From an optimization exercise on the open Yosys and OpenROAD flow, aimed at a short achievable clock period and few clock cycles; shortcuts taken in it are not production practice. Only simulation tests tie the RTL to the original design; equivalence was not proved. No activity file was given, so power comes from the tool's default toggle rates.

// ipc_rendezvous_scheduler
module ipc_rendezvous_scheduler #(
  parameter int unsigned NUM_TASKS = 4,
  parameter int unsigned NUM_USER  = 12
) (
  input  logic        clk_i,
  input  logic        rst_ni,
  input  logic        s_axis_tvalid,
  output logic        s_axis_tready,
  input  logic [39:0] s_axis_tdata,
  output logic        m_axis_tvalid,
  input  logic        m_axis_tready,
  output logic [31:0] m_axis_tdata
);
Size: about 2,500 flip-flops, ~130,000 µm² of cells after synthesis.
export LEC_CHECK = 0
export ABC_CLOCK_PERIOD_IN_PS = 2500
export CAP_MARGIN = 30
export CORE_MARGIN = 2
export CORE_UTILIZATION = 40
export SETUP_SLACK_MARGIN = 3.0
export SLEW_MARGIN = 30
create_clock -name core_clock -period 6.0 [get_ports {clk_i}]
run.sh (not shown) runs the stock make flow with config.mk's settings and CLKGATE_MAP_FILE= SYNTH_SCRIPT=/design/flow/synth_recipe.tcl, a recipe that flattens the netlist after the stock synthesis.
Testbench counts at the start, summed over its fixed seeds: cycles 4,832.
==> next run, changes <==
--- a/flow/design.v
+++ b/flow/design.v
@@ -147,14 +147,15 @@
   logic [N-1:0]        ip_q;                   
   logic [N-1:0][15:0]  btag_q;                 
   logic [N-1:0][7:0]   tick_q, prio_q;
   logic [N-1:0][N-1:0] beatp_q;                
   logic                r1_q;                   
   logic [N-1:0]        nz_q, one_q;            
   logic [N-1:0]        pnz_q, pone_q;          
+  logic [N-1:0]        two_q, ptwo_q;          
   logic [N-1:0][N-1:0] reach_q;                
   logic [N-1:0][N-1:0] older_q;                
   logic [N-1:0][N-1:0] head_q;                 
   logic [N-1:0]        runoh_q;                
   logic         dv_q;                          
   logic         d_dl_q, d_sdlv_q, d_sblk_q, d_rint_q, d_rdlv_q, d_rblk_q, d_poi_q, d_pset_q;
   logic         d_idle_q, d_any1_q, d_any2_q;
@@ -166,15 +167,15 @@
   logic [3:0]   d_c_q, d_p_q;
   logic [15:0]  d_tag_q;
   logic         d_pany_q, d_pint_q, d_hset1_q, d_hupd1_q;
   logic         pf_snd_c_q, pf_rcv_c_q, pf_ip_c_q, pf_rai_c_q, pf_dl_q, pf_dlv_q, pf_ptoc_q;
   logic [N-1:0] pf_head_c_q, pf_head_p_q, pf_tgt_c_q, pf_rcol_c_q, pf_rcol_p_q, pf_rrow_p_q;
   logic         pe_cc_q, pe_cp_q, pe_pc_q, pe_pp_q, pe_csrc_q, pe_psrc_q;
   logic         refill_any;
-  logic [N-1:0]        snd_t, rcv_t, ip_t, run_t, nz_t, one_t, runoh_t, refill_t;
+  logic [N-1:0]        snd_t, rcv_t, ip_t, run_t, nz_t, one_t, two_t, runoh_t, refill_t;
   logic [N-1:0][7:0]   tick_t;
   logic [N-1:0][N-1:0] reach_t, head_t, older_t;
   logic [N-1:0][3:0]   tgt_t, rsrc_t;
   logic [N-1:0]        rany_t, rint_t;
   always_comb begin
     snd_t = (snd_q | m_snd_set_q) & ~m_snd_clr_q;
     rcv_t = (rcv_q | m_rcv_set_q) & ~m_rcv_clr_q;
@@ -182,14 +183,15 @@
     run_t = ~snd_t & ~rcv_t;
     refill_t = m_refill_q;
     refill_any = m_rfl_q;
     for (int i = 0; i < N; i++) begin
       tick_t[i] = refill_t[i] ? prio_q[i] : tick_q[i];
       nz_t[i]   = refill_t[i] ? pnz_q[i]  : nz_q[i];
       one_t[i]  = refill_t[i] ? pone_q[i] : one_q[i];
+      two_t[i]  = refill_t[i] ? ptwo_q[i] : two_q[i];
     end
     runoh_t = runoh_q;
     if (m_run1_q) begin
       runoh_t = d_w1_q;
     end else if (m_run2_q) begin
       runoh_t = d_w2_q;
     end
@@ -304,15 +306,15 @@
       win2[i]  = cand2[i] && &(~cand2 | beatp_q[i]);
     end
     any1  = |cand1;
     any2  = |cand2;
     sched = is_sched || s_block || r_block || t_sched;
     for (int i = 0; i < N; i++) begin
       dec[i]   = is_tick && runoh_t[i] && nz_t[i];
-      one_n[i] = dec[i] ? (tick_t[i] == 8'd2) : one_t[i];
+      one_n[i] = dec[i] ? two_t[i] : one_t[i];
     end
     r1c1  = !(|(cand1 & ~one_t));              
     r1c2  = !(|(cand2 & ~pone_q));             
     r1c0s = |(runoh_t & one_n & ~runn);        
     r1c0  = |(runoh_t & one_n);
     beatp_d = beatp_q;
     for (int i = 0; i < N; i++) begin
@@ -367,14 +369,16 @@
       beatp_q <= TIES;
       r1_q    <= 1'b0;
       nz_q    <= '0;
       one_q   <= '0;
       prio_q  <= '0;
       pnz_q   <= '0;
       pone_q  <= '0;
+      two_q   <= '0;
+      ptwo_q  <= '0;
       reach_q <= '0;
       head_q  <= '0;
       runoh_q <= 16'd1;
       dv_q       <= 1'b0;
       m_snd_set_q <= '0;
       m_snd_clr_q <= '0;
       m_rcv_set_q <= '0;
@@ -407,23 +411,26 @@
       reach_q <= reach_t;
       head_q  <= head_t;
       runoh_q <= runoh_t;
       for (int i = 0; i < N; i++) begin
         tick_q[i] <= tick_t[i];
         nz_q[i]   <= nz_t[i];
         one_q[i]  <= one_t[i];
+        two_q[i]  <= two_t[i];
         if (dec[i]) begin
           tick_q[i] <= tick_t[i] - 8'd1;
           nz_q[i]   <= !one_t[i];
-          one_q[i]  <= (tick_t[i] == 8'd2);
+          one_q[i]  <= two_t[i];
+          two_q[i]  <= (tick_t[i] == 8'd3);
         end
         if (is_load && coh_q[i]) begin
           prio_q[i] <= val_q;
           pnz_q[i]  <= (val_q != 8'd0);
           pone_q[i] <= (val_q == 8'd1);
+          ptwo_q[i] <= (val_q == 8'd2);
         end
       end
       dv_q       <= cv_q;
       beatp_q    <= beatp_d;
       r1_q       <= sched ? (any1 ? r1c1 : any2 ? r1c2 : r1c0s) : r1c0;
       m_snd_set_q <= {N{s_block}} & coh_q;
       m_snd_clr_q <= {N{r_dlv}} & src_oh;
Result: Worst setup slack is better by 0.031 ns; synthesized area climbs by 1.2%; cell area grows by 0.43%; routed wire length rises by 0.50%; die area went up by 1.2%; count of clock-buffer cells in the layout came out lower by 10; fmax came out higher by 0.95%; power climbs by 7.2%; via count is about the same; utilization falls by 0.28 points; hold slack is better by 0.056 ns; final cell count increases by 0.72%.
Testbench counts after the change, summed over its fixed seeds: cycles 4,832.

-- separate check: timing with driven ports --
The results above use ideal ports. As a check the final layouts listed here were re-extracted and re-timed, cells and wires unchanged. Step 1, drivers: a clkbuf_16 drives clk_i and a buf_2 each remaining input, both assumed. Step 2 adds t to the input delays and takes it off the output delays; t is the mean of the earliest and latest rising clock arrival at the registers after step 1. Input paths then give back, and output paths get back, about the clock's delay inside the block. Three values: ideal, step 1, step 2; two values: the first two.
run | t, ns | setup WS [ns] | worst setup path after step 2 | worst register clock-pin slew, ns
the first run | 1.046 | 2.742 / 2.742 / 2.258 | input to register | 0.07 / 0.07
the second run | 1.006 | 2.773 / 2.773 / 2.329 | input to register | 0.07 / 0.07
After both steps setup and hold are still met in every run listed. For the first run, which loses most, drivers alone change the setup slack by 0.000 ns; drivers and shift together by -0.484 ns.
